Source: an optimization exercise on an open RTL-to-GDS flow (aim: small area). Production flows keep margins and buffers that such runs may drop. In this exercise RTL edits were held to simulation tests only and were not proved equivalent to the original. Power is estimated from default activity; no workload was simulated.

==> flow/design.v <==
package sme_pkg;
    typedef logic [7:0] char_t;
    localparam char_t char_any   = 8'h2E;  
    localparam char_t char_head  = 8'h5E;  
    localparam char_t char_tail  = 8'h24;  
    localparam char_t char_space = 8'h20;
    typedef enum logic [1:0] {
        st_idle = 2'd0,
        st_scan = 2'd1,
        st_done = 2'd2
    } engine_state_t;
endpackage
module sme #(
    parameter int max_string_len  = 32,
    parameter int max_pattern_len = 8
) (
    input  logic                                 clk,
    input  logic                                 reset,
    input  sme_pkg::char_t                       chardata,
    input  logic                                 isstring,
    input  logic                                 ispattern,
    output logic                                 valid,
    output logic                                 match,
    output logic [$clog2(max_string_len)-1:0]    match_index
);
    logic [8*32-1:0] ring;         
    logic            isstring_d;
    logic [5:0]      tlen;         
    logic [4:0]      pos;          
    wire       t_first = isstring & ~isstring_d;
    wire       t_wr    = isstring & (t_first | ~tlen[5]);
    wire [7:0] c       = ring[255:248];
    always_ff @(posedge clk) begin
        isstring_d <= isstring;
        ring       <= {ring[247:0], t_wr ? chardata : c};
    end
    wire [4:0] pos_n = t_first ? 5'd1 : pos + 5'd1;
    always_ff @(posedge clk or posedge reset) begin
        if (reset) pos <= '0;
        else       pos <= pos_n;
    end
    always_ff @(posedge clk or posedge reset) begin
        if (reset) begin
            tlen <= '0;
        end else if (t_wr) begin
            tlen <= {~t_first & (pos == 5'd31), pos_n};
        end
    end
    logic [63:0] pq;
    logic        ispattern_d;
    logic [3:0]  ns;               
    logic        head;             
    logic        tail;             
    logic [2:0]  a;                
    logic [2:0]  e;                
    wire p_first = ispattern & ~ispattern_d;
    wire p_caret = (chardata == sme_pkg::char_head);
    wire p_more  = ~(ns[3] | (ns[2:0] == 3'd7 & head));    
    wire p_take  = ispattern & (p_first | p_more);
    wire p_store = p_take & ~(p_first & p_caret);
    wire p_fst   = p_store & (p_first | (ns == 4'd0));
    always_ff @(posedge clk) begin
        ispattern_d <= ispattern;
        pq <= {p_store ? chardata : pq[7:0], pq[63:8]};
        a  <= p_fst ? 3'd7 : a - 3'd1;
        e  <= p_store ? 3'd7 : e - 3'd1;
        if (p_first) begin
            ns   <= {3'd0, ~p_caret};
            head <= p_caret;
        end else if (p_store) begin
            ns   <= ns + 4'd1;
        end
        if (p_take) tail <= (chardata == sme_pkg::char_tail);
    end
    wire       m0   = (ns == {3'd0, tail});         
    wire [2:0] b    = e - {2'd0, tail};             
    logic       srch;              
    logic       started;           
    logic       xw;                
    logic       prev_sp;           
    logic       pend;              
    logic [7:0] d;                 
    wire run_end = ispattern_d & ~ispattern;
    wire active  = srch | run_end;
    wire step    = active & (started | (pos == 5'd0));
    wire bnd     = ({xw, pos} == tlen);       
    wire sp      = (c == sme_pkg::char_space);
    wire start   = ~head | prev_sp;
    logic [7:0] dn;
    logic       cc;
    always_comb begin
        cc = 1'b0;
        for (int j = 0; j < 8; j++) begin
            dn[j] = ((pq[8*j +: 8] == sme_pkg::char_any) | (pq[8*j +: 8] == c)) &
                    ((a == 3'(j)) ? start : d[j]);
            cc = cc | (dn[j] & (b == 3'(j)));
        end
    end
    wire       pend_e = m0 ? start : pend;
    wire       hit    = tail ? (pend_e & (bnd | sp)) : (m0 ? start : (cc & ~bnd));
    wire       finish = step & (hit | bnd);
    always_ff @(posedge clk) begin
        d           <= step ? dn : 8'd0;
        pend        <= step & cc;
        prev_sp     <= step ? sp : 1'b1;
        xw          <= finish ? hit : (step & (xw | (pos == 5'd31)));
    end
    always_ff @(posedge clk or posedge reset) begin
        if (reset) begin
            srch    <= 1'b0;
            started <= 1'b0;
        end else begin
            srch    <= active & ~finish;
            started <= step;
        end
    end
    assign valid = started & ~srch;
    assign match = xw;
    assign match_index = (match & (ns != 4'd0)) ? (pos - {1'b0, ns}) : 5'd0;
endmodule
Settings: LEC_CHECK=0, CAP_MARGIN=20, CORE_MARGIN=2, CORE_UTILIZATION=70, CTS_BUF_LIST=sky130_fd_sc_hd__clkbuf_8, CTS_CLUSTER_DIAMETER=60, CTS_CLUSTER_SIZE=20, SLEW_MARGIN=20; clock period 10.0 ns.
standard.sh (not shown) runs the stock make flow with config.mk's settings and CLKGATE_MAP_FILE= SYNTH_SCRIPT=/design/flow/synth_recipe.tcl, a recipe that flattens the netlist after the stock synthesis.
==> flow/flow/run.sh <==
#!/bin/bash
# The standard layout (the standard.sh, synthesis unchanged), with the
# smallest buffer on the ports instead of the default port buffer.
set -euo pipefail
export BUFFER_PORTS_ARGS="-buffer_cell sky130_fd_sc_hd__buf_1"
bash standard.sh > standard.log 2>&1
Then changed:
==> flow/flow/run.sh (replaced) <==
#!/bin/bash
# The standard layout (the standard.sh, synthesis unchanged), with the
# smallest buffer on the ports and a clock tree without dummy balancing loads.
set -euo pipefail
export BUFFER_PORTS_ARGS="-buffer_cell sky130_fd_sc_hd__buf_1"
export CTS_ARGS="-sink_clustering_enable -repair_clock_nets -sink_clustering_size 20 -sink_clustering_max_diameter 50 -buf_list sky130_fd_sc_hd__clkbuf_8 -dont_use_dummy_load"
bash standard.sh > standard.log 2>&1
- CORE_UTILIZATION: 70 -> 75
- CTS_CLUSTER_DIAMETER: 60 -> 50
What happened: Worst setup slack gains 0.031 ns. Die area came out lower by 6.4%. Sequential cell count stays the same. Wire length decreases by about 2.4%. Combinational power is lower by about 2%. Power went down by 2.2%. Design area drops by about 0.7%. Cell count decreases by 1.0%.
Then changed:
==> flow/run.sh (new file) <==
#!/bin/bash
# synth_recipe.tcl (not shown) runs the flow's synth.tcl, then flattens the netlist and writes it again
# the make line also repeats each setting of config.mk as NAME=value (left out here)
make -C /OpenROAD-flow-scripts/flow DESIGN_CONFIG=/design/flow/config.mk WORK_HOME=/design/flow/orfs CLKGATE_MAP_FILE= SYNTH_SCRIPT=/design/flow/synth_recipe.tcl finish
- CORE_UTILIZATION: 75 -> 70
- CTS_CLUSTER_DIAMETER: 50 -> 60
removed: flow/flow/run.sh
removed: flow/standard.sh
=>
- clock-buffer cell count does not change
- register-to-register slack barely changes
- area after synthesis stays the same
- cell count climbs by 1.0%
- worst setup slack degrades by 0.43 ns
- global-route usage drops by 1.1 points
- worst hold slack improves by 0.042 ns
- combinational power climbs by about 4%
Then changed:
==> flow/flow/run.sh (new file) <==
#!/bin/bash
# The standard layout (the standard.sh, synthesis unchanged), with the
# smallest buffer on the ports and a clock tree without dummy balancing loads.
set -euo pipefail
export BUFFER_PORTS_ARGS="-buffer_cell sky130_fd_sc_hd__buf_1"
export CTS_ARGS="-sink_clustering_enable -repair_clock_nets -sink_clustering_size 18 -sink_clustering_max_diameter 50 -buf_list sky130_fd_sc_hd__clkbuf_8 -dont_use_dummy_load"
bash standard.sh > standard.log 2>&1
==> flow/standard.sh (new file) <==
#!/bin/bash
# synth_recipe.tcl (not shown) runs the flow's synth.tcl, then flattens the netlist and writes it again
# the make line also repeats each setting of config.mk as NAME=value (left out here)
make -C /OpenROAD-flow-scripts/flow DESIGN_CONFIG=/design/flow/config.mk WORK_HOME=/design/flow/orfs CLKGATE_MAP_FILE= SYNTH_SCRIPT=/design/flow/synth_recipe.tcl "${@:-finish}"
- CTS_CLUSTER_DIAMETER: 60 -> 50
- CTS_CLUSTER_SIZE: 20 -> 18
removed: flow/run.sh
After rerunning: Cell area went down by 1.1%; maximum frequency went up by 11%; via count went down by 1.0%; utilization went down by 0.84 points; worst setup slack gains 0.46 ns; clock skew went up by 0.040 ns; total power is about the same.

what the ideal ports hide:
In the flow no input, the clock included, has a driving cell. The finished layouts below were timed again as built, in two steps. Step 1 sets driving cells, clkbuf_16 on the clock port and buf_2 on the other inputs (assumed; they add their load-dependent delay and slew). Step 2 adds t to the input delays and takes it off the output delays; t is the mean of the earliest and latest rising clock arrival at the registers after step 1. Input paths then give back, and output paths get back, about the clock's delay inside the block. a / b / c = no drivers / after step 1 / after step 2; a / b = the first two.
| run | t (ns) | slack for setup (ns) | cell pins on the clock port's net |
|---|---|---|---|
| the first run | 0.579 | 5.637 / 5.600 / 6.124 | 1 |
| the second run | 0.557 | 5.668 / 5.632 / 6.091 | 1 |
| the third run | 0.577 | 5.235 / 5.195 / 5.772 | 1 |
| the fourth run | 0.556 | 5.694 / 5.658 / 6.127 | 1 |
After both steps every run listed still meets setup and hold.
